Source: an optimization exercise on an open RTL-to-GDS flow (aim: small area). Production flows keep margins and buffers that such runs may drop. Where RTL was checked, it was by simulation tests only, not by an equivalence proof against the original. For runs 2 and 3, only the layout was checked, not whether the RTL still works. No activity file was given, so power comes from the tool's default toggle rates.

==> flow/design.v <==
package regfile_pkg;
    typedef enum logic {
        ST_CLEAR = 1'b0,
        ST_READY = 1'b1
    } state_t;
    localparam int ZERO_REG = 0;
endpackage
module regfile_clear_fsm
#(
    parameter  int DEPTH = 32,
    localparam int AW    = $clog2(DEPTH)
) (
    input  logic          clk,
    input  logic          rst,
    output logic          busy,
    output logic [AW-1:0] clr_idx
);
    localparam logic [AW-1:0] LAST_IDX  = AW'(DEPTH - 1);
    localparam logic [AW-1:0] FIRST_IDX = AW'(1);
    regfile_pkg::state_t        r_state;
    regfile_pkg::state_t        w_state_next;
    logic [AW-1:0] r_idx;
    logic [AW-1:0] w_idx_next;
    always_ff @(posedge clk) begin
        if (rst) begin
            r_state <= regfile_pkg::ST_CLEAR;
            r_idx   <= FIRST_IDX;
        end else begin
            r_state <= w_state_next;
            r_idx   <= w_idx_next;
        end
    end
    always_comb begin
        w_state_next = r_state;
        w_idx_next   = r_idx;
        if (r_state == regfile_pkg::ST_CLEAR) begin
            if (r_idx == LAST_IDX) begin
                w_state_next = regfile_pkg::ST_READY;
            end else begin
                w_idx_next = r_idx + FIRST_IDX;
            end
        end
    end
    assign busy    = (r_state == regfile_pkg::ST_CLEAR);
    assign clr_idx = r_idx;
endmodule
module regfile_mp
#(
    parameter  int N     = 32,
    parameter  int DEPTH = 32,
    localparam int AW    = $clog2(DEPTH)
) (
    input  logic          clk,
    input  logic          rst,
    input  logic [AW-1:0] rs1,
    input  logic [AW-1:0] rs2,
    input  logic [AW-1:0] rd0,
    input  logic [AW-1:0] rd1,
    input  logic [N-1:0]  wd0,
    input  logic [N-1:0]  wd1,
    input  logic          we0,
    input  logic          we1,
    output logic [N-1:0]  read_data1,
    output logic [N-1:0]  read_data2,
    output logic          busy
);
    localparam logic [AW-1:0] ZERO_ADDR = AW'(regfile_pkg::ZERO_REG);
    logic          w_busy;
    logic [AW-1:0] w_clr_idx;
    logic          w_wen0;
    logic          w_wen1;
    logic [AW-1:0] w_rs [2];
    logic [N-1:0]  r_mem [DEPTH];
    regfile_clear_fsm #(
        .DEPTH (DEPTH)
    ) u_clear_fsm (
        .clk     (clk),
        .rst     (rst),
        .busy    (w_busy),
        .clr_idx (w_clr_idx)
    );
    assign w_wen0 = we0 && (rd0 != ZERO_ADDR);
    assign w_wen1 = we1 && (rd1 != ZERO_ADDR);
    always_ff @(posedge clk) begin
        if (w_busy) begin
            r_mem[w_clr_idx] <= '0;
        end else begin
            if (w_wen0) begin
                r_mem[rd0] <= wd0;
            end
            if (w_wen1) begin
                r_mem[rd1] <= wd1;
            end
        end
    end
    assign w_rs[0] = rs1;
    assign w_rs[1] = rs2;
    genvar gi;
    generate
        for (gi = 0; gi < 2; gi++) begin : g_rd
            logic [N-1:0] w_val;
            always_comb begin
                w_val = r_mem[w_rs[gi]];
                if (w_busy || (w_rs[gi] == ZERO_ADDR)) begin
                    w_val = '0;
                end
            end
        end
    endgenerate
    assign read_data1 = g_rd[0].w_val;
    assign read_data2 = g_rd[1].w_val;
    assign busy       = w_busy;
endmodule
==> flow/run.sh <==
#!/bin/bash
# synth_recipe.tcl (not shown) runs the flow's synth.tcl, then flattens the netlist and writes it again
# the make line also repeats each setting of config.mk as NAME=value (left out here)
make -C /OpenROAD-flow-scripts/flow DESIGN_CONFIG=/design/flow/config.mk WORK_HOME=/design/flow/orfs CLKGATE_MAP_FILE= SYNTH_SCRIPT=/design/flow/synth_recipe.tcl finish
==> flow/config.mk <==
export PLATFORM = sky130hd
export DESIGN_NAME = regfile_mp
export DESIGN_NICKNAME = regfile_mp
export VERILOG_FILES = /design/flow/design.v
export SDC_FILE = /design/flow/constraint.sdc
export NUM_CORES = 4
export LEC_CHECK = 0
export CAP_MARGIN = 20
export CORE_MARGIN = 2
export CORE_UTILIZATION = 30
export SLEW_MARGIN = 20
==> flow/constraint.sdc <==
create_clock -name core_clock -period 6.0 [get_ports {clk}]
set_input_delay 1.2000 -clock core_clock [delete_from_list [all_inputs] [get_ports {clk}]]
set_output_delay 1.2000 -clock core_clock [all_outputs]
set_load 0.01 [all_outputs]
==> flow_summary.ini, run 1 <==
[critical_path]
crit_required_ns = 4.80
critical_path_buf_inv_count = 2
crit_arrival_ns = 4.26
critical_path.slowest_cell = sky130_fd_sc_hd__o21ba_2
crit_path_max_incr_delay_ns = 1.07
path_max_fanout = 47
critical-path-top-delay-family = compound AO/OA/AOI/OAI gates
worstPathCellList = buf_8, o21ba_2, and3_1, a21oi_1, nand4_1, clkdlybuf4s50_1
worst_setup_sp_type = primary input
timing_worst_setup_path_type = in -> out
end_kind = output pin

[yosys]
synth-warning-count = 3
synth-edff-count = 1024
ys_seq_elements = 1030
most_instantiated_flip_flop_cell_in_the_synthesis_netlist = sky130_fd_sc_hd__edfxtp_1
share_of_the_synthesized_area_in_the_top_cell_type_pct = 52.0
ys_seq_area_share_pct = 52.2
syn_nets = 5429
synthTopCellsByArea = sky130_fd_sc_hd__edfxtp_1 (52%), sky130_fd_sc_hd__mux4_2 (9.6%), sky130_fd_sc_hd__mux2i_1 (8.8%)
synth_area_leader_cell = sky130_fd_sc_hd__edfxtp_1
syn_area_mm2 = 0.0591
syn_area_per_cell_um2 = 11.1
ys_async_sr_fraction_pct = 0
synthDistinctLibCells = 55
post_synth_inst_count = 5339

[global_routing]
overflow_left_after_global_routing = 0
first_global_vias = 44958
initial_antenna_violation_count = 11
global_route_wire_length_before_repair_mm = 343
grt_start_max_net_pins = 65
grt_util_overall_pct = 23.9

[timing]
final_period_minus_worst_setup_slack_ns = 5.46
number_of_max_slew_violations_in_the_final_report = 0
maxSlewHeadroom_pct = 18.5
setup_ws_ns = 0.543
timing_worst_slew_pin_value_ns = 1.22
rsz_0062_raised_after_global_routing = no
timing.clock.skew_ns = 0.0268
fin_setup_tns_ns = 0
setup-violations-final = 0
final-hold-violation-count = 0
post-route-period-util_pct = 90.9
highest_clock_frequency_the_design_can_meet_ghz = 0.183

[clock_network]
numClockSinks = 1030
cts_htree_levels = 3
ctsLongestPathBuffers = 3
root_buffer = sky130_fd_sc_hd__clkbuf_16
worstSkewPairLatency_ns = 0.76
cts_made_buffers = 102
postCtsResizedCells = 0
cts-hold-fix-buffers = 0
setup_repair_bufs_after_cts = 0
clock_pin_slew_reported_for_the_worst_setup_and_hold_paths_after_clock_tree_synthesis_ns = 0.07
tritoncts_clock_tree = yes

[route]
route.final.wire_length_mm = 247
detail_route.wl_per_cell_um = 31.4
via_per_inst = 6.01
drt_pre_antenna_iters = 6
route.antenna.remaining_nets = 0
drt_first_iter_violations = 7580
remaining_drc_errors = 0
routed-via-count = 47281

[final_layout]
drive_gt1_share_pct = 13.8
area.growth.synth_to_final_pct = 13.5
layout_commonest_cell = sky130_fd_sc_hd__nand2_1
most-common-layout-cells = sky130_fd_sc_hd__nand2_1 (1081), sky130_fd_sc_hd__edfxtp_1 (1024), sky130_fd_sc_hd__o21ai_0 (832)
filler_cell_count = 19097
stdcell_area_mm2 = 0.0671
utilization_pct = 34.3
nets = 5236

[placement]
dpl_cell_area_mm2 = 0.0637
dp_worst_setup_slack_ns = 0.691
io_buffer_count = 152
place_congestion = 0.927
hpwlAfterDp_mm = 149

[job]
drv.max_cap_violation_count = 0

[floorplan]
pin_count = 153
floorplan.die_area_mm2 = 0.201
row_count = 162
start_util_pct = 30.3
fp.dieH_um = 448
die_width_um = 448
coreArea_mm2 = 0.195

[worst_hold_path]
min_path_type = reg -> reg

[power]
pwr_density_cell_mw_per_mm2 = 241
fin_total_pwr_w = 0.0162
ir_drop_mv = 0.234
power.leakage_nw = 22.0

[status]
status = finished clean
[cells by family (layout without fill, tap and decap cells)]
logic type	count (synthesis)	in the layout	synth area share, %
XOR/XNOR	3	3	0.0444
other	0	14	0
flip-flops	1030	1030	52.2
adder cells (fa/ha/maj)	2	2	0.0423
multiplexers	772	772	18.4
AND/OR/NAND/NOR	1414	1414	10.1
AO/OA/AOI/OAI	1434	1434	13.8
buffers and inverters	684	576	5.47
[synthesized netlist by cell type, types with 26 or more instances]
| cell | number |
|---|---|
| sky130_fd_sc_hd__inv_1 | 36 |
| sky130_fd_sc_hd__buf_2 | 221 |
| sky130_fd_sc_hd__and3_1 | 34 |
| sky130_fd_sc_hd__nor3_1 | 28 |
| sky130_fd_sc_hd__o21bai_1 | 31 |
| sky130_fd_sc_hd__o21ai_1 | 170 |
| sky130_fd_sc_hd__o21ai_0 | 832 |
| sky130_fd_sc_hd__edfxtp_1 | 1024 |
| sky130_fd_sc_hd__nand2_1 | 1090 |
| sky130_fd_sc_hd__mux4_2 | 252 |
| sky130_fd_sc_hd__nand4_1 | 66 |
| sky130_fd_sc_hd__mux2i_1 | 520 |
| sky130_fd_sc_hd__nand3_1 | 134 |
| sky130_fd_sc_hd__buf_4 | 77 |
| sky130_fd_sc_hd__a22o_1 | 26 |
| sky130_fd_sc_hd__a22oi_1 | 255 |
| sky130_fd_sc_hd__clkbuf_1 | 332 |
| sky130_fd_sc_hd__a21oi_1 | 67 |
[final cells by class]
type / instances / area (um2) / area share, %
diodes: 14 / 35.0 / 0.0522
clock buffers: 124 / 2680 / 3.99
clock inverters: 65 / 756 / 1.13
inverters: 36 / 135 / 0.201
multi-input cells: 3625 / 25700 / 38.4
flip-flops and latches: 1030 / 30900 / 46.0
well taps: 2624 / 3280 / 4.89
repair buffers: 351 / 3600 / 5.37
[report_power, final]
| part | total, W | switching, W | internal [W] | leakage, nW |
|---|---|---|---|---|
| Combinational | 0.00132 | 0.000849 | 0.000470 | 11.2 |
| Clock | 0.00687 | 0.00303 | 0.00383 | 1.66 |
| Sequential | 0.00799 | 0.0000577 | 0.00793 | 9.15 |
[worst paths after layout]
kind / startpoint / end / slack (ns) / cells after the start
hold / removal: u_clear_fsm.r_idx[4] / u_clear_fsm.r_idx[4] / 0.55 / 2
setup reg to reg: u_clear_fsm.r_state / r_mem[29][18] / 2.25 / 6
hold reg to reg: u_clear_fsm.r_idx[4] / u_clear_fsm.r_idx[4] / 0.55 / 2
setup / recovery: rs2[0] / read_data2[19] / 0.54 / 6
[layer usage]
metal  track usage, %  share of wire [%]  wire [um]  vias up
met1             28.7                 34      85000    23117
met2             37.2                 45     112000     3613
met5            0.409              0.054        134        -
met3             5.10                 11      27700      914
li1                 -                  -          -    19633
met4             19.2                9.1      22400        4
[sequential cells by signal, indices dropped and copies added, names as in the netlist]
name                 cells
u_clear_fsm.r_idx        5
u_clear_fsm.r_state      1
r_mem                 1024
[stage by stage]
step           instances  hold slack (ns)
3_5_place_dp        7666            0.540
5_1_grt             7862            0.581
3_3_place_gp        7665            0.524
6_report            7869            0.554
2_1_floorplan       5339            0.490
4_1_cts             7855            0.549
[worst register-to-register path: stages (launching register included)]
cell                       delay (ns)
sky130_fd_sc_hd__dfxtp_1         0.66
sky130_fd_sc_hd__buf_4           0.37
sky130_fd_sc_hd__nand2_2         0.16
sky130_fd_sc_hd__a21oi_4         0.51
sky130_fd_sc_hd__o32a_1          0.85
sky130_fd_sc_hd__o21bai_4        0.53
sky130_fd_sc_hd__buf_4           0.40
==> run 2, diff against run 1 <==
==> flow/design.v (replaced) <==
package regfile_pkg;
    localparam int ZERO_REG = 0;
endpackage
module regfile_clear_fsm
#(
    parameter  int DEPTH = 32,
    localparam int AW    = $clog2(DEPTH)
) (
    input  logic clk,
    input  logic rst,
    output logic busy
);
    logic [AW-1:0] r_cnt;
    always_ff @(posedge clk) begin
        if (rst) begin
            r_cnt <= AW'(DEPTH - 1);
        end else if (r_cnt != '0) begin
            r_cnt <= r_cnt - AW'(1);
        end
    end
    assign busy = (r_cnt != '0);
endmodule
module regfile_wbit (
    input  logic s1,
    input  logic s0,
    input  logic h,
    input  logic d1,
    input  logic d0,
    input  logic q,
    output logic y
);
    assign y = (s1 & d1) | (s0 & d0) | (h & q);
endmodule
module regfile_aoi3 (
    input  logic [2:0] s,
    input  logic [2:0] d,
    output logic       y
);
    assign y = ~|(s & d);
endmodule
module regfile_aoi2 (
    input  logic [1:0] s,
    input  logic [1:0] d,
    output logic       y
);
    assign y = ~|(s & d);
endmodule
module regfile_nand11 (
    input  logic [10:0] x,
    output logic        y
);
    assign y = ~&x;
endmodule
module regfile_rbit (
    input  logic [30:0] s,
    input  logic [30:0] d,
    output logic        y
);
    logic [10:0] w_t;
    genvar gi;
    generate
        for (gi = 0; gi < 10; gi++) begin : g_a3
            regfile_aoi3 u_aoi3 (
                .s (s[3*gi +: 3]),
                .d (d[3*gi +: 3]),
                .y (w_t[gi])
            );
        end
    endgenerate
    regfile_aoi2 u_aoi2 (
        .s (s[30:29]),
        .d (d[30:29]),
        .y (w_t[10])
    );
    regfile_nand11 u_or (
        .x (w_t),
        .y (y)
    );
endmodule
module regfile_mp
#(
    parameter  int N     = 32,
    parameter  int DEPTH = 32,
    localparam int AW    = $clog2(DEPTH)
) (
    input  logic          clk,
    input  logic          rst,
    input  logic [AW-1:0] rs1,
    input  logic [AW-1:0] rs2,
    input  logic [AW-1:0] rd0,
    input  logic [AW-1:0] rd1,
    input  logic [N-1:0]  wd0,
    input  logic [N-1:0]  wd1,
    input  logic          we0,
    input  logic          we1,
    output logic [N-1:0]  read_data1,
    output logic [N-1:0]  read_data2,
    output logic          busy
);
    logic             w_busy;
    logic             w_wok;
    logic [N-1:0]     r_mem  [1:DEPTH-1];
    logic [N-1:0]     w_next [1:DEPTH-1];
    logic [DEPTH-1:1] w_sel1;    
    logic [DEPTH-1:1] w_sel0;    
    logic [DEPTH-1:1] w_hold;    
    logic [DEPTH-1:1] w_rd1;     
    logic [DEPTH-1:1] w_rd2;     
    regfile_clear_fsm #(
        .DEPTH (DEPTH)
    ) u_clear_fsm (
        .clk  (clk),
        .rst  (rst),
        .busy (w_busy)
    );
    assign w_wok = !rst && !w_busy;
    genvar gr, gb;
    generate
        for (gr = 1; gr < DEPTH; gr++) begin : g_reg
            assign w_sel1[gr] = w_wok && we1 && (rd1 == AW'(gr));
            assign w_sel0[gr] = w_wok && we0 && (rd0 == AW'(gr)) && !w_sel1[gr];
            assign w_hold[gr] = !rst && !w_sel1[gr] && !w_sel0[gr];
            assign w_rd1[gr]  = (rs1 == AW'(gr));
            assign w_rd2[gr]  = (rs2 == AW'(gr));
            for (gb = 0; gb < N; gb++) begin : g_bit
                regfile_wbit u_wbit (
                    .s1 (w_sel1[gr]),
                    .s0 (w_sel0[gr]),
                    .h  (w_hold[gr]),
                    .d1 (wd1[gb]),
                    .d0 (wd0[gb]),
                    .q  (r_mem[gr][gb]),
                    .y  (w_next[gr][gb])
                );
            end
            always_ff @(posedge clk) begin
                r_mem[gr] <= w_next[gr];
            end
        end
    endgenerate
    generate
        for (gb = 0; gb < N; gb++) begin : g_rd
            logic [DEPTH-2:0] w_col;
            for (gr = 1; gr < DEPTH; gr++) begin : g_col
                assign w_col[gr-1] = r_mem[gr][gb];
            end
            regfile_rbit u_rbit1 (
                .s (w_rd1),
                .d (w_col),
                .y (read_data1[gb])
            );
            regfile_rbit u_rbit2 (
                .s (w_rd2),
                .d (w_col),
                .y (read_data2[gb])
            );
        end
    endgenerate
    assign busy = w_busy;
endmodule
--- a/flow/config.mk
+++ b/flow/config.mk
@@ -7,5 +7,8 @@
 export LEC_CHECK = 0
 export CAP_MARGIN = 20
 export CORE_MARGIN = 2
-export CORE_UTILIZATION = 30
+export CORE_UTILIZATION = 50
+export MIN_ROUTING_LAYER = met2
 export SLEW_MARGIN = 20
+export SYNTH_HIERARCHICAL = 1
+export SYNTH_MINIMUM_KEEP_SIZE = 0
==> flow_summary.ini, run 2 <==
[yosys]
ys_seq_elements = 997
syn_nets = 4314
ys_seq_area_share_pct = 45.5
ys_async_sr_fraction_pct = 0
synth-warning-count = 11
most_instantiated_flip_flop_cell_in_the_synthesis_netlist = sky130_fd_sc_hd__dfxtp_1
syn_area_per_cell_um2 = 10.4
synth_area_leader_cell = sky130_fd_sc_hd__dfxtp_1
yosys.cell_count.top_type = sky130_fd_sc_hd__a222oi_1
post_synth_inst_count = 4225
synth-edff-count = 0
share_of_the_synthesized_area_in_the_top_cell_type_pct = 45.5
syn_area_mm2 = 0.0439
synthDistinctLibCells = 38
synthTopCellsByArea = sky130_fd_sc_hd__dfxtp_1 (45%), sky130_fd_sc_hd__a222oi_1 (37%), sky130_fd_sc_hd__inv_1 (8.5%)
synth.top_cells.by_count = sky130_fd_sc_hd__a222oi_1 (1632), sky130_fd_sc_hd__dfxtp_1 (997), sky130_fd_sc_hd__inv_1 (995)

[clock_network]
root_buffer = sky130_fd_sc_hd__clkbuf_16
numClockSinks = 997
setup_repair_bufs_after_cts = 0
cts-hold-fix-buffers = 0
cts_made_buffers = 108
cts_htree_levels = 3
ctsLongestPathBuffers = 3
postCtsResizedCells = 0

[floorplan]
pin_count = 153
die_width_um = 300
row_count = 108
start_util_pct = 50.5
fp.dieH_um = 300

[global_routing]
first_global_vias = 73344
global_route_wire_length_before_repair_mm = 375
grt_util_overall_pct = 82.7
overflow_left_after_global_routing = 4
grt_start_max_net_pins = 42

[status]
status = stopped before the end
failing_step = 5_1_grt
firstError = [ERROR GRT-0116] Global routing finished with congestion. Check the congestion regions in the DRC Viewer.

[placement]
hpwlAfterDp_mm = 138
place_congestion = 1.10
io_buffer_count = 152
placed_cells_incl_taps = 5765
-- run 2: cell types whose count changed after synthesis, sizes merged, moves of 316 or more --
cell | previous run | this run
inv | 36 | 995
a222oi | 0 | 1632
edfxtp | 1024 | 0
clkbuf | 334 | 18
o21ai | 1002 | 0
nand2 | 1091 | 9
mux2i | 520 | 0
dfxtp | 6 | 997
-- run 2: cells by family after synthesis --
family          after synthesis  synth area share, %
fa+ha+maj                     1               0.0285
xor+xnor                      3               0.0599
buf+inv                    1022                 8.77
flops                       997                 45.5
simple gates                491                 6.38
compound gates             1711                 39.3
-- run 2: layer usage --
| metal | global-route usage, % | overflow |
|---|---|---|
| met1 | - | - |
| met2 | 86.4 | 1 |
| met3 | 90.8 | 1 |
| met4 | 65.1 | 2 |
| met5 | 67.5 | 0 |
-- run 2: power by group through the flow --
stage	Clock [W]	Combinational [W]	Sequential, W
2_1_floorplan	0	0.000169	0.00677
3_3_place_gp	0	0.000786	0.00677
3_5_place_dp	0	0.000787	0.00677
4_1_cts	0.00732	0.000789	0.00662
-- run 2: stage by stage --
| step | power (W) | instance area (um2) | hold WS (ns) | util (%) | setup WS [ns] |
|---|---|---|---|---|---|
| 2_1_floorplan | 0.00694 | 43900 | 0.468 | - | 0.269 |
| 3_3_place_gp | 0.00756 | 50100 | 0.480 | 57.6 | 0.00864 |
| 3_5_place_dp | 0.00756 | 50100 | 0.488 | 57.6 | 0.116 |
| 4_1_cts | 0.0147 | 54000 | 0.502 | 62.1 | 0.0929 |
-- run 2: per-module statistics from Yosys, one instance, submodules excluded, a selection --
| module | flops+latches | cells inside | times used | cell area (um2) |
|---|---|---|---|---|
| regfile_aoi2 | 0 | 1 | 64 | 12.5 |
| regfile_aoi3 | 0 | 1 | 640 | 10.0 |
| regfile_mp | 992 | 1258 | 1 | 21300 |
| regfile_nand11 | 0 | 4 | 64 | 23.8 |
| regfile_wbit | 0 | 2 | 992 | 13.8 |
-- run 2: worst max-delay path by stage --
stage / slack [ns] / end / from / depth (start not counted)
4_1_cts: 0.09 / read_data1[4] / rs1[1] / 8
2_1_floorplan: 0.27 / r_mem[5][0] / rd1[1] / 6
3_5_place_dp: 0.12 / read_data2[0] / rs2[0] / 8
3_3_place_gp: 0.009 / read_data2[10] / rs2[0] / 8
==> run 3, diff against run 2 <==
--- a/flow/config.mk
+++ b/flow/config.mk
@@ -7,7 +7,7 @@
 export LEC_CHECK = 0
 export CAP_MARGIN = 20
 export CORE_MARGIN = 2
-export CORE_UTILIZATION = 50
+export CORE_UTILIZATION = 60
 export MIN_ROUTING_LAYER = met2
 export SLEW_MARGIN = 20
 export SYNTH_HIERARCHICAL = 1
==> flow_summary.ini, run 3 <==
[yosys]
share_of_the_synthesized_area_in_the_top_cell_type_pct = 45.5
synth-warning-count = 11
syn_nets = 4314
synth.top_cells.by_count = sky130_fd_sc_hd__a222oi_1 (1632), sky130_fd_sc_hd__dfxtp_1 (997), sky130_fd_sc_hd__inv_1 (995)
ys_seq_elements = 997
syn_area_mm2 = 0.0439
synth_area_leader_cell = sky130_fd_sc_hd__dfxtp_1
ys_async_sr_fraction_pct = 0
yosys.cell_count.top_type = sky130_fd_sc_hd__a222oi_1
post_synth_inst_count = 4225
syn_area_per_cell_um2 = 10.4
synthTopCellsByArea = sky130_fd_sc_hd__dfxtp_1 (45%), sky130_fd_sc_hd__a222oi_1 (37%), sky130_fd_sc_hd__inv_1 (8.5%)
ys_seq_area_share_pct = 45.5
synth-edff-count = 0
synthDistinctLibCells = 38
most_instantiated_flip_flop_cell_in_the_synthesis_netlist = sky130_fd_sc_hd__dfxtp_1

[global_routing]
global_route_wire_length_before_repair_mm = 362
first_global_vias = 74388
grt_start_max_net_pins = 36
grt_util_overall_pct = 94.1
overflow_left_after_global_routing = 1080

[clock_network]
cts_htree_levels = 3
cts_made_buffers = 102
postCtsResizedCells = 0
cts-hold-fix-buffers = 0
root_buffer = sky130_fd_sc_hd__clkbuf_16
numClockSinks = 997
setup_repair_bufs_after_cts = 0
ctsLongestPathBuffers = 3

[floorplan]
start_util_pct = 60.4
row_count = 99
die_width_um = 274
pin_count = 153
fp.dieH_um = 274

[placement]
hpwlAfterDp_mm = 133
place_congestion = 1.15
placed_cells_incl_taps = 5536
io_buffer_count = 152

[status]
failing_step = 5_1_grt
status = stopped before the end
firstError = [ERROR GRT-0116] Global routing finished with congestion. Check the congestion regions in the DRC Viewer.
## run 3: logic make-up after synthesis
kind of cell    share of synthesized area, %
fa+ha+maj                             0.0285
buf+inv                                 8.77
flops                                   45.5
simple gates                            6.38
compound gates                          39.3
xor+xnor                              0.0599
## run 3: metal layers
layer  GRT overflow  GRT usage, %
met5            122          92.4
met4            232          84.1
met1              -             -
met3            540           100
met2            186          94.1
## run 3: through the flow
| step | setup slack [ns] | area (um2) | hold slack [ns] | util (%) | total power (W) |
|---|---|---|---|---|---|
| 4_1_cts | 0.0328 | 53000 | 0.504 | 72.9 | 0.0142 |
| 3_5_place_dp | 0.0479 | 49300 | 0.490 | 67.9 | 0.00750 |
| 3_3_place_gp | 0.0529 | 49300 | 0.479 | 67.9 | 0.00750 |
| 2_1_floorplan | 0.269 | 43900 | 0.468 | - | 0.00694 |
## run 3: power groups by stage
stage	Combinational (W)	Sequential, W	Clock, W
after CTS	0.000738	0.00662	0.00689
after detailed placement	0.000734	0.00677	0
after floorplan	0.000169	0.00677	0
after global placement	0.000731	0.00677	0
## run 3: worst min path at each step
stage	start	to	slack (ns)
after floorplan	r_mem[10][0]	r_mem[10][0]	0.47
after global placement	r_mem[25][1]	r_mem[25][1]	0.48
after detailed placement	r_mem[8][25]	r_mem[8][25]	0.49
after CTS	r_mem[26][3]	r_mem[26][3]	0.50
## run 3: modules after synthesis (local to each module, per instance), excerpt
| module | cells | cell area, um2 | copies in the design | flops+latches |
|---|---|---|---|---|
| regfile_aoi2 | 1 | 12.5 | 64 | 0 |
| regfile_aoi3 | 1 | 10.0 | 640 | 0 |
| regfile_mp | 1258 | 21300 | 1 | 992 |
| regfile_nand11 | 4 | 23.8 | 64 | 0 |
| regfile_wbit | 2 | 13.8 | 992 | 0 |
==> run 4, diff against run 3 <==
--- a/flow/design.v
+++ b/flow/design.v
@@ -20,6 +20,23 @@
     end
     assign busy = (r_cnt != '0);
 endmodule
+module regfile_whold (
+    input  logic h,
+    input  logic q,
+    output logic w        
+);
+    assign w = ~(h & q);
+endmodule
+module regfile_wdata (
+    input  logic s1,
+    input  logic d1,
+    input  logic s0,
+    input  logic d0,
+    input  logic w,
+    output logic y
+);
+    assign y = (s1 & d1) | (s0 & d0) | ~w;
+endmodule
 module regfile_wbit (
     input  logic s1,
     input  logic s0,
@@ -29,51 +46,79 @@
     input  logic q,
     output logic y
 );
-    assign y = (s1 & d1) | (s0 & d0) | (h & q);
-endmodule
-module regfile_aoi3 (
-    input  logic [2:0] s,
-    input  logic [2:0] d,
+    logic w_hold_n;
+    regfile_whold u_hold (
+        .h (h),
+        .q (q),
+        .w (w_hold_n)
+    );
+    regfile_wdata u_data (
+        .s1 (s1),
+        .d1 (d1),
+        .s0 (s0),
+        .d0 (d0),
+        .w  (w_hold_n),
+        .y  (y)
+    );
+endmodule
+module regfile_rsel8 (
+    input  logic [7:0] s,
+    input  logic [7:0] d,
     output logic       y
 );
-    assign y = ~|(s & d);
-endmodule
-module regfile_aoi2 (
-    input  logic [1:0] s,
-    input  logic [1:0] d,
+    assign y = |(s & d);
+endmodule
+module regfile_rsel6 (
+    input  logic [5:0] s,
+    input  logic [5:0] d,
     output logic       y
 );
-    assign y = ~|(s & d);
-endmodule
-module regfile_nand11 (
-    input  logic [10:0] x,
-    output logic        y
-);
-    assign y = ~&x;
+    assign y = |(s & d);
+endmodule
+module regfile_rsel1n (
+    input  logic s,
+    input  logic d,
+    output logic n
+);
+    assign n = ~(s & d);
+endmodule
+module regfile_ror (
+    input  logic [3:0] x,
+    input  logic       n,
+    output logic       y
+);
+    assign y = (|x) | ~n;
 endmodule
 module regfile_rbit (
     input  logic [30:0] s,
     input  logic [30:0] d,
     output logic        y
 );
-    logic [10:0] w_t;
+    logic [3:0] w_g;
+    logic       w_n;
     genvar gi;
     generate
-        for (gi = 0; gi < 10; gi++) begin : g_a3
-            regfile_aoi3 u_aoi3 (
-                .s (s[3*gi +: 3]),
-                .d (d[3*gi +: 3]),
-                .y (w_t[gi])
+        for (gi = 0; gi < 3; gi++) begin : g_s8
+            regfile_rsel8 u_rsel8 (
+                .s (s[8*gi +: 8]),
+                .d (d[8*gi +: 8]),
+                .y (w_g[gi])
             );
         end
     endgenerate
-    regfile_aoi2 u_aoi2 (
-        .s (s[30:29]),
-        .d (d[30:29]),
-        .y (w_t[10])
-    );
-    regfile_nand11 u_or (
-        .x (w_t),
+    regfile_rsel6 u_rsel6 (
+        .s (s[29:24]),
+        .d (d[29:24]),
+        .y (w_g[3])
+    );
+    regfile_rsel1n u_rsel1 (
+        .s (s[30]),
+        .d (d[30]),
+        .n (w_n)
+    );
+    regfile_ror u_or (
+        .x (w_g),
+        .n (w_n),
         .y (y)
     );
 endmodule
==> flow/flow/run.sh (new file) <==
#!/bin/bash
# Own layout flow: the standard ORFS flow (standard synthesis unchanged), with
#  - a global-routing layer derating of its own (flow/fastroute.tcl),
#  - port buffers of a plain buffer cell instead of a delay cell,
#  - clock tree synthesis with clkbuf_16 buffers and no dummy loads.
# The make run writes its full output to standard_flow.log in this folder; ORFS's own
# per-step logs are under orfs/logs/.
set -euo pipefail
HERE=$(pwd)
CTS="-sink_clustering_enable -repair_clock_nets -buf_list sky130_fd_sc_hd__clkbuf_16 -dont_use_dummy_load"
bash standard.sh "FASTROUTE_TCL=$HERE/flow/fastroute.tcl" "CTS_ARGS=$CTS" \
    "BUFFER_PORTS_ARGS=-buffer_cell sky130_fd_sc_hd__buf_2" finish > "$HERE/standard_flow.log" 2>&1
==> flow/flow/fastroute.tcl (new file) <==
# Global routing layers as the platform sets them, with met1 derated more: the pin-dense
# standard cells leave fewer met1 tracks free than the global router assumes.
set_global_routing_layer_adjustment $::env(MIN_ROUTING_LAYER)-$::env(MAX_ROUTING_LAYER) 0.2
set_global_routing_layer_adjustment met1 0.4

set_routing_layers -clock $::env(MIN_CLK_ROUTING_LAYER)-$::env(MAX_ROUTING_LAYER)
set_routing_layers -signal $::env(MIN_ROUTING_LAYER)-$::env(MAX_ROUTING_LAYER)
==> flow/standard.sh (new file) <==
#!/bin/bash
# synth_recipe.tcl (not shown) runs the flow's synth.tcl, then flattens the netlist and writes it again
# the make line also repeats each setting of config.mk as NAME=value (left out here)
make -C /OpenROAD-flow-scripts/flow DESIGN_CONFIG=/design/flow/config.mk WORK_HOME=/design/flow/orfs CLKGATE_MAP_FILE= SYNTH_SCRIPT=/design/flow/synth_recipe.tcl "${@:-finish}"
--- a/flow/config.mk
+++ b/flow/config.mk
@@ -7,8 +7,7 @@
 export LEC_CHECK = 0
 export CAP_MARGIN = 20
 export CORE_MARGIN = 2
-export CORE_UTILIZATION = 60
-export MIN_ROUTING_LAYER = met2
+export CORE_UTILIZATION = 50
 export SLEW_MARGIN = 20
 export SYNTH_HIERARCHICAL = 1
 export SYNTH_MINIMUM_KEEP_SIZE = 0
removed: flow/run.sh
==> flow_summary.ini, run 4 <==
[timing]
highest_clock_frequency_the_design_can_meet_ghz = 0.177
rsz_0062_raised_after_global_routing = no
maxSlewHeadroom_pct = 19.4
timing_worst_slew_pin_value_ns = 1.20
post-route-period-util_pct = 94.1
timing.clock.skew_ns = 0.0548
number_of_max_slew_violations_in_the_final_report = 0
final-hold-violation-count = 0
setup-violations-final = 0
final_period_minus_worst_setup_slack_ns = 5.65
fin_setup_tns_ns = 0
setup_ws_ns = 0.351

[floorplan]
fp.dieH_um = 308
pin_count = 153
floorplan.die_area_mm2 = 0.0950
start_util_pct = 50.5
row_count = 111
coreArea_mm2 = 0.0917
die_width_um = 308

[placement]
hpwlAfterDp_mm = 154
dp_worst_setup_slack_ns = 0.727
io_buffer_count = 152
place_congestion = 1.02

[yosys]
synth-warning-count = 11
ys_seq_elements = 997
share_of_the_synthesized_area_in_the_top_cell_type_pct = 43.2
syn_nets = 5754
syn_area_mm2 = 0.0463
post_synth_inst_count = 5665
synth-edff-count = 0
synth_area_leader_cell = sky130_fd_sc_hd__dfxtp_1
synthDistinctLibCells = 37
ys_async_sr_fraction_pct = 0
ys_seq_area_share_pct = 43.2
synthTopCellsByArea = sky130_fd_sc_hd__dfxtp_1 (43%), sky130_fd_sc_hd__a22oi_1 (32%), sky130_fd_sc_hd__nand2_1 (17%)
most_instantiated_flip_flop_cell_in_the_synthesis_netlist = sky130_fd_sc_hd__dfxtp_1
synth.top_cells.by_count = sky130_fd_sc_hd__nand2_1 (2057), sky130_fd_sc_hd__a22oi_1 (1952), sky130_fd_sc_hd__dfxtp_1 (997)
syn_area_per_cell_um2 = 8.16
yosys.cell_count.top_type = sky130_fd_sc_hd__nand2_1

[global_routing]
global_route_wire_length_before_repair_mm = 376
first_global_vias = 52820
grt_util_overall_pct = 60.1
grt_start_max_net_pins = 52
initial_antenna_violation_count = 31
overflow_left_after_global_routing = 0

[route]
routed-via-count = 54959
remaining_drc_errors = 0
detail_route.wl_per_cell_um = 36.5
via_per_inst = 7.51
drt_pre_antenna_iters = 9
route.antenna.remaining_nets = 0
drt_first_iter_violations = 7814
route.final.wire_length_mm = 267

[clock_network]
postCtsResizedCells = 0
ctsLongestPathBuffers = 3
root_buffer = sky130_fd_sc_hd__clkbuf_16
tritoncts_clock_tree = yes
worstSkewPairLatency_ns = 0.74
cts_made_buffers = 108
cts-hold-fix-buffers = 0
setup_repair_bufs_after_cts = 0
clock_pin_slew_reported_for_the_worst_setup_and_hold_paths_after_clock_tree_synthesis_ns = 0.05
cts_htree_levels = 3
numClockSinks = 997

[critical_path]
crit_required_ns = 4.80
worst_setup_sp_type = primary input
timing_worst_setup_path_type = in -> out
crit_arrival_ns = 4.45
end_kind = output pin
path_max_fanout = 13

[final_layout]
drive_gt1_share_pct = 10.2
layout_commonest_cell = sky130_fd_sc_hd__nand2_1
largest_reg_flops = 992
area.growth.synth_to_final_pct = 17.0
nets = 6189
largestRegisters = r_mem x992, u_clear_fsm.r_cnt x5
filler_cell_count = 8505
multi_input_comb_area_mm2 = 0.0272
most-common-layout-cells = sky130_fd_sc_hd__nand2_1 (2057), sky130_fd_sc_hd__a22oi_1 (1952), sky130_fd_sc_hd__dfxtp_1 (997)
register_with_the_most_flip_flops = r_mem
area_taken_by_flip_flops_and_latches_mm2 = 0.0200

[power]
ir_drop_mv = 0.230
pwr_density_cell_mw_per_mm2 = 246
power.leakage_nw = 22.6

[worst_hold_path]
min_path_type = reg -> reg

[job]
drv.max_cap_violation_count = 0

[status]
status = finished clean
==> run 4: cell types whose count changed after synthesis <==
cell,delta
sky130_fd_sc_hd__a222oi_1,-1632
sky130_fd_sc_hd__nand2_1,+2048
sky130_fd_sc_hd__nand4_1,+64
sky130_fd_sc_hd__nand2b_1,+64
sky130_fd_sc_hd__a22oi_2,-64
sky130_fd_sc_hd__or3_1,-64
sky130_fd_sc_hd__a22oi_1,+1952
sky130_fd_sc_hd__or4_1,+64
sky130_fd_sc_hd__inv_1,-992
==> run 4: final timing paths <==
kind / start / end / slack [ns] / depth (start not counted)
worst max-delay path: rs1[2] / read_data1[1] / 0.35 / 9
worst min-delay path: r_mem[21][16] / r_mem[21][16] / 0.45 / 2
worst max register to register: u_clear_fsm.r_cnt[0] / r_mem[16][14] / 1.70 / 10
worst min register to register: r_mem[21][16] / r_mem[21][16] / 0.45 / 2
==> run 4: per-layer routing <==
layer	up-vias	part of all wire, %	GRT usage [%]
li1	22678	-	-
met1	25370	33	75.9
met2	5357	38	73.0
met3	1516	19	41.1
met4	38	9.6	43.9
met5	-	0.36	8.79
==> run 4: per-module statistics from Yosys, one instance, submodules excluded, a selection <==
module | area, um2 | cells inside
regfile_mp | 21300 | 1258
regfile_ror | 13.8 | 2
regfile_rsel1n | 3.75 | 1
regfile_rsel6 | 27.5 | 4
regfile_rsel8 | 36.3 | 5
regfile_wdata | 11.3 | 2
regfile_whold | 3.75 | 1
==> run 4: report_power, final <==
group / internal [W] / switching, W / leakage [nW]
Sequential: 0.00662 / 0.00000174 / 8.03
Combinational: 0.000101 / 0.000751 / 13.3
Clock: 0.00313 / 0.00269 / 1.33
==> run 4: final cells by class <==
class / instances / share of cell area (%)
Sequential cell: 997 / 36.9
Multi-Input combinational cell: 4638 / 50.3
Inverter: 3 / 0.0208
Clock buffer: 108 / 4.99
Timing Repair Buffer: 352 / 4.90
Tap cell: 1186 / 2.74
Antenna cell: 31 / 0.143
==> run 4: kinds of logic after synthesis <==
logic type / count (synthesis) / synth area share, %
AO/OA/AOI/OAI: 1967 / 31.9
XOR/XNOR: 3 / 0.0568
adder cells (fa/ha/maj): 1 / 0.0270
buffers and inverters: 30 / 0.268
flip-flops: 997 / 43.2
AND/OR/NAND/NOR: 2667 / 24.6
==> run 4: critical path, stage by stage <==
cell,delay [ns]
sky130_fd_sc_hd__buf_2,0.11
sky130_fd_sc_hd__nand2b_1,0.88
sky130_fd_sc_hd__nor2_4,0.33
sky130_fd_sc_hd__buf_4,0.28
sky130_fd_sc_hd__a22oi_1,0.17
sky130_fd_sc_hd__nand4_1,0.12
sky130_fd_sc_hd__nand2b_1,0.42
sky130_fd_sc_hd__or4_1,0.68
sky130_fd_sc_hd__buf_2,0.21
==> run 4: per-stage QoR <==
| step | total power (W) | std cells | hold slack, ns | area [um2] | utilization, % |
|---|---|---|---|---|---|
| after detailed placement | 0.00754 | 7176 | 0.443 | 51300 | 56.0 |
| after CTS | 0.0132 | 7284 | 0.451 | 54100 | 59.0 |
| after global placement | 0.00754 | 7176 | 0.437 | 51300 | 56.0 |
| final | 0.0133 | 7315 | 0.451 | 54100 | 59.1 |
| after global routing | 0.0135 | 7304 | 0.463 | 54100 | 59.0 |
| after floorplan | 0.00693 | 5665 | 0.431 | 46300 | - |
==> run 5, diff against run 4 <==
==> flow/flow/run.sh (replaced) <==
#!/bin/bash
# Own layout flow: the standard ORFS flow (standard synthesis unchanged), with
#  - a global-routing layer derating of its own (flow/fastroute.tcl),
#  - port buffers of a plain buffer cell instead of a delay cell,
#  - clock tree synthesis with small clkbuf_8 leaf clusters and no dummy loads.
# The make run writes its full output to standard_flow.log in this folder; ORFS's own
# per-step logs are under orfs/logs/.
set -euo pipefail
HERE=$(pwd)
CTS="-sink_clustering_enable -repair_clock_nets -sink_clustering_size 16 -sink_clustering_max_diameter 45 -buf_list sky130_fd_sc_hd__clkbuf_8 -dont_use_dummy_load"
bash standard.sh "FASTROUTE_TCL=$HERE/flow/fastroute.tcl" "CTS_ARGS=$CTS" \
    "BUFFER_PORTS_ARGS=-buffer_cell sky130_fd_sc_hd__buf_2" finish > "$HERE/standard_flow.log" 2>&1
==> flow_summary.ini, run 5 <==
[status]
status = finished clean

[yosys]
yosys.cell_count.top_type = sky130_fd_sc_hd__nand2_1
syn_area_mm2 = 0.0463
most_instantiated_flip_flop_cell_in_the_synthesis_netlist = sky130_fd_sc_hd__dfxtp_1
post_synth_inst_count = 5665
synthTopCellsByArea = sky130_fd_sc_hd__dfxtp_1 (43%), sky130_fd_sc_hd__a22oi_1 (32%), sky130_fd_sc_hd__nand2_1 (17%)
syn_nets = 5754
synth-edff-count = 0
ys_seq_elements = 997
ys_async_sr_fraction_pct = 0
synth.top_cells.by_count = sky130_fd_sc_hd__nand2_1 (2057), sky130_fd_sc_hd__a22oi_1 (1952), sky130_fd_sc_hd__dfxtp_1 (997)
synth_area_leader_cell = sky130_fd_sc_hd__dfxtp_1
share_of_the_synthesized_area_in_the_top_cell_type_pct = 43.2
ys_seq_area_share_pct = 43.2
synthDistinctLibCells = 37
synth-warning-count = 11
syn_area_per_cell_um2 = 8.16

[floorplan]
coreArea_mm2 = 0.0917
pin_count = 153
floorplan.die_area_mm2 = 0.0950
die_width_um = 308
fp.dieH_um = 308
row_count = 111
start_util_pct = 50.5

[timing]
final-hold-violation-count = 0
timing_worst_slew_pin_value_ns = 1.31
fin_setup_tns_ns = 0
final_period_minus_worst_setup_slack_ns = 5.64
rsz_0062_raised_after_global_routing = no
maxSlewHeadroom_pct = 12.3
number_of_max_slew_violations_in_the_final_report = 0
setup-violations-final = 0
post-route-period-util_pct = 94.0
timing.clock.skew_ns = 0.0494
highest_clock_frequency_the_design_can_meet_ghz = 0.177

[global_routing]
grt_start_max_net_pins = 52
initial_antenna_violation_count = 33
grt_util_overall_pct = 60.3
first_global_vias = 52930
overflow_left_after_global_routing = 0
global_route_wire_length_before_repair_mm = 376

[critical_path]
timing_worst_setup_path_type = in -> out
end_kind = output pin
critical-path-top-delay-family = simple AND/OR/NAND/NOR gates
crit_arrival_ns = 4.44
worstPathCellList = buf_2, nand2b_1, nor2_4, buf_4, a22oi_1, nand4_1, nand2b_1, or4_1, buf_2
critical_path.slowest_cell = sky130_fd_sc_hd__nand2b_1
crit_required_ns = 4.80
crit_path_max_incr_delay_ns = 0.86
worst_setup_sp_type = primary input
path_max_fanout = 13
critical_path_buf_inv_count = 3

[clock_network]
tritoncts_clock_tree = yes
numClockSinks = 997
clock_pin_slew_reported_for_the_worst_setup_and_hold_paths_after_clock_tree_synthesis_ns = 0.06
setup_repair_bufs_after_cts = 0
postCtsResizedCells = 0
cts_made_buffers = 141
cts_htree_levels = 4
cts-hold-fix-buffers = 0
ctsLongestPathBuffers = 3
worstSkewPairLatency_ns = 0.85
root_buffer = sky130_fd_sc_hd__clkbuf_8

[final_layout]
largestRegisters = r_mem x992, u_clear_fsm.r_cnt x5
area.growth.synth_to_final_pct = 15.3
layout_commonest_cell = sky130_fd_sc_hd__nand2_1
drive_gt1_share_pct = 10.7
nets = 6222
most-common-layout-cells = sky130_fd_sc_hd__nand2_1 (2057), sky130_fd_sc_hd__a22oi_1 (1952), sky130_fd_sc_hd__dfxtp_1 (997)
filler_cell_count = 8633
largest_reg_flops = 992
register_with_the_most_flip_flops = r_mem

[route]
remaining_drc_errors = 0
detail_route.wl_per_cell_um = 36.5
route.antenna.remaining_nets = 0
drt_pre_antenna_iters = 11
route.final.wire_length_mm = 268
via_per_inst = 7.53
routed-via-count = 55230
drt_first_iter_violations = 7916

[power]
pwr_density_cell_mw_per_mm2 = 227
power.leakage_nw = 22.3
ir_drop_mv = 0.232
fin_total_pwr_w = 0.0121

[placement]
io_buffer_count = 152
hpwlAfterDp_mm = 154
place_congestion = 1.02

[job]
drv.max_cap_violation_count = 0

[worst_hold_path]
min_path_type = reg -> reg
run 5: changes by cell type in the layout (fill, tap and decap cells not counted), sizes merged:
cell    previous run  this run
clkbuf           108       141
diode             31        20
run 5: final timing paths:
path                        startpoint             to  slack [ns]  cells past startpoint
setup reg to reg  u_clear_fsm.r_cnt[0]  r_mem[16][28]        1.66                     10
hold reg to reg           r_mem[21][4]   r_mem[21][4]        0.45                      2
hold / removal            r_mem[21][4]   r_mem[21][4]        0.45                      2
setup / recovery                rs1[2]  read_data1[1]        0.36                      9
run 5: logic make-up (layout without fill, tap and decap cells):
family,after synthesis,count (layout),share of synthesized area (%)
compound gates,1967,1967,31.9
xor+xnor,3,3,0.0568
fa+ha+maj,1,1,0.0270
buf+inv,30,496,0.268
flops,997,997,43.2
other cells,0,20,0
simple gates,2667,2667,24.6
run 5: stage by stage:
| step | hold slack (ns) | area (um2) | cells | worst slack (ns) | util (%) |
|---|---|---|---|---|---|
| finish | 0.452 | 53300 | 7337 | 0.359 | 58.2 |
| global route | 0.463 | 53300 | 7331 | 0.484 | 58.2 |
| CTS | 0.451 | 53300 | 7317 | 0.724 | 58.1 |
| detailed placement | 0.443 | 51300 | 7176 | 0.727 | 56.0 |
| global placement | 0.437 | 51300 | 7176 | 0.729 | 56.0 |
| floorplan | 0.431 | 46300 | 5665 | 0.159 | - |
run 5: report_power, final:
part	total, W	internal, W	switching, W
sequential	0.00662	0.00662	0.00000173
clock	0.00465	0.00207	0.00257
combinational	0.000851	0.000101	0.000751
total	0.0121	0.00879	0.00333
run 5: Yosys stat by module (local to each module, per instance), a selection:
module / copies in the design / cells / flip-flops and latches / cell area [um2]
regfile_mp: 1 / 1258 / 992 / 21300
regfile_rsel6: 64 / 4 / 0 / 27.5
regfile_ror: 64 / 2 / 0 / 13.8
regfile_wdata: 992 / 2 / 0 / 11.3
regfile_whold: 992 / 1 / 0 / 3.75
regfile_rsel1n: 64 / 1 / 0 / 3.75
run 5: worst reg2reg max path, delay by kind of cell (launching register included):
family / cells / cell delay [ns]
buffers and inverters: 3 / 0.92
AOI/OAI and AO/OA: 1 / 0.32
adders and majority gates: 1 / 0.21
and+or+nand+nor: 5 / 2.45
DFF: 1 / 0.32
run 5: routing by layer:
| metal | vias to the layer above | wire [um] | GRT usage [%] |
|---|---|---|---|
| li1 | 22715 | - | - |
| met1 | 25554 | 88800 | 76.3 |
| met2 | 5387 | 101000 | 72.7 |
| met3 | 1530 | 50800 | 41.4 |
| met4 | 44 | 25500 | 44.7 |
| met5 | - | 1000 | 7.49 |
run 5: area by class of cell:
type / instances / area [um2] / area share, %
timing repair buffer: 352 / 2650 / 4.97
sequential: 997 / 20000 / 37.4
clock buffer: 141 / 1940 / 3.64
tap: 1186 / 1480 / 2.78
multi-input combinational: 4638 / 27200 / 51.1
antenna: 20 / 50.0 / 0.0938
inverter: 3 / 11.3 / 0.0211
==> run 6, diff against run 5 <==
==> flow/config.mk (replaced) <==
export PLATFORM = sky130hd
export DESIGN_NAME = regfile_mp
export DESIGN_NICKNAME = regfile_mp
export VERILOG_FILES = /design/flow/design.v
export SDC_FILE = /design/flow/constraint.sdc
export NUM_CORES = 4
export LEC_CHECK = 0
export CAP_MARGIN = 10
export CORE_MARGIN = 2
export CORE_UTILIZATION = 55
export SLEW_MARGIN = 10
export SYNTH_HIERARCHICAL = 1
export SYNTH_MINIMUM_KEEP_SIZE = 0
==> flow_summary.ini, run 6 <==
[yosys]
ys_seq_area_share_pct = 43.2
syn_area_per_cell_um2 = 8.16
ys_seq_elements = 997
most_instantiated_flip_flop_cell_in_the_synthesis_netlist = sky130_fd_sc_hd__dfxtp_1
share_of_the_synthesized_area_in_the_top_cell_type_pct = 43.2
synth-warning-count = 11
synth-edff-count = 0
synth.top_cells.by_count = sky130_fd_sc_hd__nand2_1 (2057), sky130_fd_sc_hd__a22oi_1 (1952), sky130_fd_sc_hd__dfxtp_1 (997)
ys_async_sr_fraction_pct = 0
syn_area_mm2 = 0.0463
synthTopCellsByArea = sky130_fd_sc_hd__dfxtp_1 (43%), sky130_fd_sc_hd__a22oi_1 (32%), sky130_fd_sc_hd__nand2_1 (17%)
synthDistinctLibCells = 37
post_synth_inst_count = 5665
syn_nets = 5754
synth_area_leader_cell = sky130_fd_sc_hd__dfxtp_1
yosys.cell_count.top_type = sky130_fd_sc_hd__nand2_1

[clock_network]
postCtsResizedCells = 0
worstSkewPairLatency_ns = 0.85
root_buffer = sky130_fd_sc_hd__clkbuf_8
cts_made_buffers = 131
tritoncts_clock_tree = yes
numClockSinks = 997
clock_pin_slew_reported_for_the_worst_setup_and_hold_paths_after_clock_tree_synthesis_ns = 0.07
setup_repair_bufs_after_cts = 0
cts_htree_levels = 4
cts-hold-fix-buffers = 0
ctsLongestPathBuffers = 3

[timing]
timing.clock.skew_ns = 0.0524
rsz_0062_raised_after_global_routing = no
setup_ws_ns = 0.444
fin_setup_tns_ns = 0
setup-violations-final = 0
highest_clock_frequency_the_design_can_meet_ghz = 0.180
timing_worst_slew_pin_value_ns = 1.43
number_of_max_slew_violations_in_the_final_report = 0
maxSlewHeadroom_pct = 4.25
final_period_minus_worst_setup_slack_ns = 5.56
post-route-period-util_pct = 92.6
final-hold-violation-count = 0

[power]
pwr_density_cell_mw_per_mm2 = 223
fin_total_pwr_w = 0.0119
ir_drop_mv = 0.249
power.leakage_nw = 22.3

[global_routing]
overflow_left_after_global_routing = 0
first_global_vias = 52561
initial_antenna_violation_count = 44
grt_start_max_net_pins = 35
global_route_wire_length_before_repair_mm = 355
grt_util_overall_pct = 61.7

[route]
drt_pre_antenna_iters = 14
detail_route.wl_per_cell_um = 34.4
route.final.wire_length_mm = 250
routed-via-count = 54914
drt_first_iter_violations = 8025
route.antenna.remaining_nets = 0
via_per_inst = 7.55
remaining_drc_errors = 0

[floorplan]
row_count = 106
coreArea_mm2 = 0.0834
floorplan.die_area_mm2 = 0.0864
start_util_pct = 55.4
fp.dieH_um = 294
die_width_um = 294
pin_count = 153

[final_layout]
register_with_the_most_flip_flops = r_mem
stdcell_area_mm2 = 0.0532
filler_cell_count = 7563
largest_reg_flops = 992
final_cells = 7272
drive_gt1_share_pct = 10.8
layout_commonest_cell = sky130_fd_sc_hd__nand2_1
nets = 6228
most-common-layout-cells = sky130_fd_sc_hd__nand2_1 (2057), sky130_fd_sc_hd__a22oi_1 (1952), sky130_fd_sc_hd__dfxtp_1 (997)
area.growth.synth_to_final_pct = 15.0
largestRegisters = r_mem x992, u_clear_fsm.r_cnt x5

[placement]
io_buffer_count = 152
dp_worst_setup_slack_ns = 0.754
place_congestion = 1.07
placed_cells_incl_taps = 7085
dpl_cell_area_mm2 = 0.0512
hpwlAfterDp_mm = 151

[critical_path]
timing_worst_setup_path_type = in -> out
end_kind = output pin
worst_setup_sp_type = primary input
crit_required_ns = 4.80
path_max_fanout = 17
crit_arrival_ns = 4.36

[job]
drv.max_cap_violation_count = 0

[status]
status = finished clean

[worst_hold_path]
min_path_type = reg -> reg
==> run 6: worst max-delay path, stage by stage <==
cell	delay (ns)
sky130_fd_sc_hd__buf_2	0.16
sky130_fd_sc_hd__nand2b_1	0.80
sky130_fd_sc_hd__nor2_4	0.32
sky130_fd_sc_hd__buf_12	0.27
sky130_fd_sc_hd__a22oi_1	0.19
sky130_fd_sc_hd__nand4_1	0.12
sky130_fd_sc_hd__nand2b_1	0.47
sky130_fd_sc_hd__or4_1	0.61
sky130_fd_sc_hd__buf_2	0.17
==> run 6: metal layers <==
metal	wire (um)	track usage [%]
met1	81800	76.2
met2	94000	74.4
met3	50800	46.4
met4	22500	41.2
met5	1290	17.0
==> run 6: area by class of cell <==
class	count	area [um2]	area share [%]
Sequential cell	997	20000	37.5
Multi-Input combinational cell	4638	27200	51.2
Timing Repair Buffer	368	2690	5.06
Tap cell	1080	1350	2.54
Clock buffer	131	1800	3.39
Inverter	3	11.3	0.0212
Antenna cell	55	138	0.259
==> run 6: final timing paths <==
| path | from | endpoint | slack [ns] | depth (start not counted) |
|---|---|---|---|---|
| setup / recovery | rs1[3] | read_data1[11] | 0.44 | 9 |
| hold / removal | r_mem[21][8] | r_mem[21][8] | 0.45 | 2 |
| setup reg to reg | u_clear_fsm.r_cnt[0] | r_mem[28][16] | 1.33 | 11 |
| hold reg to reg | r_mem[21][8] | r_mem[21][8] | 0.45 | 2 |
==> run 6: power breakdown <==
group,switching [W],total (W),internal [W]
clock,0.00249,0.00442,0.00193
combinational,0.000729,0.000831,0.000102
sequential,0.00000151,0.00662,0.00662
==> run 6: logic make-up (layout without fill, tap and decap cells) <==
group	after synthesis	count (layout)	share of synthesized area, %
simple gates	2667	2667	24.6
compound gates	1967	1967	31.9
flops	997	997	43.2
buf+inv	30	502	0.268
xor+xnor	3	3	0.0568
fa+ha+maj	1	1	0.0270
other cells	0	55	0
==> run 6: per-stage QoR <==
| step | hold WS, ns | util, % |
|---|---|---|
| floorplan | 0.431 | - |
| global placement | 0.437 | 61.4 |
| global route | 0.464 | 63.7 |
| CTS | 0.451 | 63.6 |
| finish | 0.452 | 63.8 |
| detailed placement | 0.442 | 61.4 |
==> run 6: Yosys stat by module, one instance, submodules excluded, excerpt <==
module	cell area [um2]	cells
regfile_rsel1n	3.75	1
regfile_mp	21300	1258
regfile_whold	3.75	1
regfile_ror	13.8	2
regfile_rsel6	27.5	4
regfile_rsel8	36.3	5
regfile_wdata	11.3	2
==> run 7, diff against run 6 <==
--- a/flow/flow/run.sh
+++ b/flow/flow/run.sh
@@ -7,6 +7,6 @@
 # per-step logs are under orfs/logs/.
 set -euo pipefail
 HERE=$(pwd)
-CTS="-sink_clustering_enable -repair_clock_nets -sink_clustering_size 16 -sink_clustering_max_diameter 45 -buf_list sky130_fd_sc_hd__clkbuf_8 -dont_use_dummy_load"
+CTS="-sink_clustering_enable -repair_clock_nets -sink_clustering_size 20 -sink_clustering_max_diameter 50 -buf_list sky130_fd_sc_hd__clkbuf_8 -dont_use_dummy_load"
 bash standard.sh "FASTROUTE_TCL=$HERE/flow/fastroute.tcl" "CTS_ARGS=$CTS" \
     "BUFFER_PORTS_ARGS=-buffer_cell sky130_fd_sc_hd__buf_2" finish > "$HERE/standard_flow.log" 2>&1
==> flow_summary.ini, run 7 <==
[placement]
hpwlAfterDp_mm = 151
place_congestion = 1.07
io_buffer_count = 152

[floorplan]
coreArea_mm2 = 0.0834
row_count = 106
floorplan.die_area_mm2 = 0.0864
die_width_um = 294
pin_count = 153
start_util_pct = 55.4
fp.dieH_um = 294

[clock_network]
setup_repair_bufs_after_cts = 0
postCtsResizedCells = 0
clock_pin_slew_reported_for_the_worst_setup_and_hold_paths_after_clock_tree_synthesis_ns = 0.06
root_buffer = sky130_fd_sc_hd__clkbuf_8
numClockSinks = 997
cts-hold-fix-buffers = 0
ctsLongestPathBuffers = 3
tritoncts_clock_tree = yes
cts_htree_levels = 3
cts_made_buffers = 111
worstSkewPairLatency_ns = 0.81

[status]
status = finished clean

[route]
route.antenna.remaining_nets = 0
routed-via-count = 54547
drt_pre_antenna_iters = 10
route.final.wire_length_mm = 250
drt_first_iter_violations = 7860
remaining_drc_errors = 0
detail_route.wl_per_cell_um = 34.4
via_per_inst = 7.53

[critical_path]
path_max_fanout = 17
crit_required_ns = 4.80
timing_worst_setup_path_type = in -> out
end_kind = output pin
worst_setup_sp_type = primary input
crit_arrival_ns = 4.34

[yosys]
most_instantiated_flip_flop_cell_in_the_synthesis_netlist = sky130_fd_sc_hd__dfxtp_1
synthTopCellsByArea = sky130_fd_sc_hd__dfxtp_1 (43%), sky130_fd_sc_hd__a22oi_1 (32%), sky130_fd_sc_hd__nand2_1 (17%)
ys_seq_area_share_pct = 43.2
synth-edff-count = 0
yosys.cell_count.top_type = sky130_fd_sc_hd__nand2_1
ys_seq_elements = 997
syn_area_per_cell_um2 = 8.16
synth.top_cells.by_count = sky130_fd_sc_hd__nand2_1 (2057), sky130_fd_sc_hd__a22oi_1 (1952), sky130_fd_sc_hd__dfxtp_1 (997)
synth-warning-count = 11
synth_area_leader_cell = sky130_fd_sc_hd__dfxtp_1
synthDistinctLibCells = 37
share_of_the_synthesized_area_in_the_top_cell_type_pct = 43.2
ys_async_sr_fraction_pct = 0
syn_area_mm2 = 0.0463
post_synth_inst_count = 5665
syn_nets = 5754

[worst_hold_path]
min_path_type = reg -> reg

[job]
drv.max_cap_violation_count = 0

[global_routing]
grt_start_max_net_pins = 35
first_global_vias = 52383
initial_antenna_violation_count = 51
overflow_left_after_global_routing = 0
grt_util_overall_pct = 61.4
global_route_wire_length_before_repair_mm = 354

[power]
pwr_density_cell_mw_per_mm2 = 217
ir_drop_mv = 0.233
fin_total_pwr_w = 0.0115
power.leakage_nw = 22.1

[timing]
final_period_minus_worst_setup_slack_ns = 5.54
post-route-period-util_pct = 92.3
timing_worst_slew_pin_value_ns = 1.45
highest_clock_frequency_the_design_can_meet_ghz = 0.181
maxSlewHeadroom_pct = 2.83
final-hold-violation-count = 0
number_of_max_slew_violations_in_the_final_report = 0
rsz_0062_raised_after_global_routing = no
fin_setup_tns_ns = 0
setup-violations-final = 0
timing.clock.skew_ns = 0.0591

[final_layout]
largestRegisters = r_mem x992, u_clear_fsm.r_cnt x5
largest_reg_flops = 992
nets = 6207
most-common-layout-cells = sky130_fd_sc_hd__nand2_1 (2057), sky130_fd_sc_hd__a22oi_1 (1952), sky130_fd_sc_hd__dfxtp_1 (997)
filler_cell_count = 7585
register_with_the_most_flip_flops = r_mem
area.growth.synth_to_final_pct = 14.4
layout_commonest_cell = sky130_fd_sc_hd__nand2_1
drive_gt1_share_pct = 10.5
==> run 7: changes by cell type in the layout (fill, tap and decap cells not counted) <==
cell and change:
sky130_fd_sc_hd__clkbuf_8 -20, sky130_fd_sc_hd__buf_8 -1, sky130_fd_sc_hd__diode_2 -3
==> run 7: report_power, final <==
group | switching [W] | internal (W) | leakage, nW | total, W
clock | 0.00238 | 0.00163 | 0.798 | 0.00401
combinational | 0.000726 | 0.000101 | 13.3 | 0.000827
sequential | 0.00000153 | 0.00662 | 8.03 | 0.00662
==> run 7: cell families after synthesis <==
kind of cell / synth area share [%]
compound gates: 31.9
simple gates: 24.6
xor+xnor: 0.0568
buf+inv: 0.268
fa+ha+maj: 0.0270
flops: 43.2
==> run 7: final timing paths <==
path,slack [ns],to,start,cells past startpoint
worst max-delay path,0.46,read_data1[11],rs1[3],9
worst max register to register,1.30,r_mem[28][16],u_clear_fsm.r_cnt[0],11
worst min register to register,0.45,r_mem[2][24],r_mem[2][24],2
worst min-delay path,0.45,r_mem[2][24],r_mem[2][24],2
==> run 7: layout make-up <==
class	count	area (um2)	share of cell area, %
multi-input cells	4638	27200	51.5
flip-flops and latches	997	20000	37.7
repair buffers	367	2680	5.06
clock buffers	111	1530	2.89
well taps	1080	1350	2.55
diodes	52	130	0.246
inverters	3	11.3	0.0213
==> run 7: per-layer routing <==
layer | track usage [%] | up-vias | wire (um)
met2 | 74.2 | 5293 | 93300
met4 | 41.3 | 56 | 22800
met3 | 45.7 | 1578 | 50700
met1 | 75.5 | 24920 | 81000
li1 | - | 22700 | -
met5 | 19.7 | - | 1820
==> run 7: Yosys stat by module, one instance, submodules excluded, excerpt <==
module	cells inside	copies in the design
regfile_ror	2	64
regfile_rsel1n	1	64
regfile_whold	1	992
regfile_mp	1258	1
regfile_rsel6	4	64
regfile_wdata	2	992
regfile_rsel8	5	192
==> run 7: metrics by stage <==
stage | worst slack, ns | util, % | hold slack, ns | area [um2] | cells
final | 0.462 | 63.4 | 0.452 | 52900 | 7248
after global routing | 0.447 | 63.4 | 0.464 | 52900 | 7245
after CTS | 0.752 | 63.2 | 0.452 | 52800 | 7196
after detailed placement | 0.754 | 61.4 | 0.442 | 51200 | 7085
after global placement | 0.761 | 61.4 | 0.437 | 51200 | 7085
after floorplan | 0.159 | - | 0.431 | 46300 | 5665
==> run 7: worst max-delay path, stage by stage <==
cell                       delay [ns]
sky130_fd_sc_hd__buf_2           0.16
sky130_fd_sc_hd__nand2b_1        0.80
sky130_fd_sc_hd__nor2_4          0.32
sky130_fd_sc_hd__buf_12          0.27
sky130_fd_sc_hd__a22oi_1         0.19
sky130_fd_sc_hd__nand4_1         0.12
sky130_fd_sc_hd__nand2b_1        0.46
sky130_fd_sc_hd__or4_1           0.61
sky130_fd_sc_hd__buf_2           0.17
==> run 8, diff against run 7 <==
==> flow/config.mk (replaced) <==
export PLATFORM = sky130hd
export DESIGN_NAME = regfile_mp
export DESIGN_NICKNAME = regfile_mp
export VERILOG_FILES = /design/flow/design.v
export SDC_FILE = /design/flow/constraint.sdc
export NUM_CORES = 4
export LEC_CHECK = 0
export CAP_MARGIN = 20
export CORE_MARGIN = 2
export CORE_UTILIZATION = 50
export SLEW_MARGIN = 20
export SYNTH_HIERARCHICAL = 1
export SYNTH_MINIMUM_KEEP_SIZE = 0
==> flow_summary.ini, run 8 <==
[floorplan]
die_width_um = 308
floorplan.die_area_mm2 = 0.0950
start_util_pct = 50.5
coreArea_mm2 = 0.0917
fp.dieH_um = 308
pin_count = 153
row_count = 111

[placement]
place_congestion = 1.02
hpwlAfterDp_mm = 154
dp_worst_setup_slack_ns = 0.727
io_buffer_count = 152

[yosys]
synth.top_cells.by_count = sky130_fd_sc_hd__nand2_1 (2057), sky130_fd_sc_hd__a22oi_1 (1952), sky130_fd_sc_hd__dfxtp_1 (997)
syn_nets = 5754
ys_seq_elements = 997
yosys.cell_count.top_type = sky130_fd_sc_hd__nand2_1
ys_async_sr_fraction_pct = 0
ys_seq_area_share_pct = 43.2
share_of_the_synthesized_area_in_the_top_cell_type_pct = 43.2
synth-edff-count = 0
syn_area_mm2 = 0.0463
synth-warning-count = 11
post_synth_inst_count = 5665
synthTopCellsByArea = sky130_fd_sc_hd__dfxtp_1 (43%), sky130_fd_sc_hd__a22oi_1 (32%), sky130_fd_sc_hd__nand2_1 (17%)
syn_area_per_cell_um2 = 8.16
synthDistinctLibCells = 37
synth_area_leader_cell = sky130_fd_sc_hd__dfxtp_1
most_instantiated_flip_flop_cell_in_the_synthesis_netlist = sky130_fd_sc_hd__dfxtp_1

[timing]
hold_slack_ns = 0.451
rsz_0062_raised_after_global_routing = no
timing.clock.skew_ns = 0.0597
timing_worst_slew_pin_value_ns = 1.24
final-hold-violation-count = 0
number_of_max_slew_violations_in_the_final_report = 0
fin_setup_tns_ns = 0
final_period_minus_worst_setup_slack_ns = 5.52
maxSlewHeadroom_pct = 16.6
setup_ws_ns = 0.476
post-route-period-util_pct = 92.1
setup-violations-final = 0
highest_clock_frequency_the_design_can_meet_ghz = 0.181

[power]
power.leakage_nw = 22.3
pwr_density_cell_mw_per_mm2 = 225
ir_drop_mv = 0.235

[global_routing]
overflow_left_after_global_routing = 0
grt_util_overall_pct = 60.1
initial_antenna_violation_count = 29
global_route_wire_length_before_repair_mm = 375
grt_start_max_net_pins = 52
first_global_vias = 52808

[clock_network]
tritoncts_clock_tree = yes
setup_repair_bufs_after_cts = 0
postCtsResizedCells = 0
numClockSinks = 997
clock_pin_slew_reported_for_the_worst_setup_and_hold_paths_after_clock_tree_synthesis_ns = 0.05
root_buffer = sky130_fd_sc_hd__clkbuf_8
cts_htree_levels = 4
cts-hold-fix-buffers = 0
cts_made_buffers = 133
ctsLongestPathBuffers = 3
worstSkewPairLatency_ns = 0.87

[route]
route.final.wire_length_mm = 267
drt_first_iter_violations = 7480
routed-via-count = 54746
via_per_inst = 7.46
drt_pre_antenna_iters = 10
remaining_drc_errors = 0
route.antenna.remaining_nets = 0
detail_route.wl_per_cell_um = 36.3

[critical_path]
crit_path_max_incr_delay_ns = 0.88
path_max_fanout = 18
critical_path.slowest_cell = sky130_fd_sc_hd__nand2b_1
crit_required_ns = 4.80
crit_arrival_ns = 4.32
timing_worst_setup_path_type = in -> out
worstPathCellList = buf_2, nand2b_1, nor2_4, buf_12, a22oi_1, nand3_1, or4_1, buf_2
end_kind = output pin
worst_setup_sp_type = primary input
timing.critical_path.mode_cell = sky130_fd_sc_hd__buf_2

[status]
status = finished clean

[final_layout]
area_taken_by_flip_flops_and_latches_mm2 = 0.0200
layout_commonest_cell = sky130_fd_sc_hd__nand2_1
multi_input_comb_area_mm2 = 0.0272
nets = 6214
largest_reg_flops = 992
filler_cell_count = 8645
register_with_the_most_flip_flops = r_mem
drive_gt1_share_pct = 10.6
most-common-layout-cells = sky130_fd_sc_hd__nand2_1 (2057), sky130_fd_sc_hd__a22oi_1 (1952), sky130_fd_sc_hd__dfxtp_1 (997)
largestRegisters = r_mem x992, u_clear_fsm.r_cnt x5
area.growth.synth_to_final_pct = 15.1
utilization_pct = 58.1

[worst_hold_path]
min_path_type = reg -> reg

[job]
drv.max_cap_violation_count = 0
==> run 8: area by class of cell <==
type                       count  share of cell area [%]
multi-input combinational   4638                    51.2
sequential                   997                    37.5
timing repair buffer         352                    4.98
clock buffer                 133                    3.44
tap                         1186                    2.79
antenna                       30                   0.141
inverter                       3                  0.0211
==> run 8: logic make-up after synthesis <==
logic type               count (synthesis)  synth area share [%]
AO/OA/AOI/OAI                         1967                  31.9
XOR/XNOR                                 3                0.0568
adder cells (fa/ha/maj)                  1                0.0270
buffers and inverters                   30                 0.268
flip-flops                             997                  43.2
AND/OR/NAND/NOR                       2667                  24.6
==> run 8: worst max-delay path, delay by kind of cell <==
kind | cells | cell delay [ns]
buffers and inverters | 3 | 0.60
AND/OR/NAND/NOR | 4 | 2.24
AO/OA/AOI/OAI | 1 | 0.22
==> run 8: power by group <==
group	total, W	switching, W	internal [W]	leakage, nW
sequential	0.00662	0.00000174	0.00662	8.03
clock	0.00452	0.00256	0.00196	0.956
combinational	0.000850	0.000749	0.000101	13.3
total	0.0120	0.00331	0.00868	22.3
==> run 8: Yosys stat by module (local to each module, per instance), excerpt <==
module,copies in the design,cell area [um2]
regfile_ror,64,13.8
regfile_whold,992,3.75
regfile_wdata,992,11.3
regfile_rsel6,64,27.5
regfile_rsel8,192,36.3
regfile_rsel1n,64,3.75
regfile_mp,1,21300
==> run 8: path summary, 6_finish.rpt <==
check                            start            end  slack (ns)  depth (start not counted)
setup / recovery                rs1[2]  read_data1[1]        0.48                          8
hold / removal            r_mem[7][25]   r_mem[7][25]        0.45                          2
setup reg to reg  u_clear_fsm.r_cnt[0]  r_mem[16][31]        1.72                         10
hold reg to reg           r_mem[7][25]   r_mem[7][25]        0.45                          2
==> run 8: per-layer routing <==
| metal | wire length [um] | vias up | part of all wire, % | GRT usage, % |
|---|---|---|---|---|
| li1 | - | 22707 | - | - |
| met1 | 89100 | 25307 | 33 | 76.0 |
| met2 | 101000 | 5229 | 38 | 72.5 |
| met3 | 50000 | 1471 | 19 | 41.5 |
| met4 | 25900 | 32 | 9.7 | 45.1 |
| met5 | 670 | - | 0.25 | 6.25 |
==> run 8: through the flow <==
stage | area (um2) | instances | total power (W)
2_1_floorplan | 46300 | 5665 | 0.00693
3_3_place_gp | 51300 | 7176 | 0.00754
3_5_place_dp | 51300 | 7176 | 0.00754
4_1_cts | 53200 | 7309 | 0.0119
5_1_grt | 53200 | 7328 | 0.0122
6_report | 53300 | 7339 | 0.0120

Check on run 8: ideal ports give 0.476 ns setup slack; a clkbuf_16 on the clock port and buf_2 on the inputs give 0.440 ns; moving port delays by the midpoint clock arrival (0.936 ns) as well gives 0.440 ns.
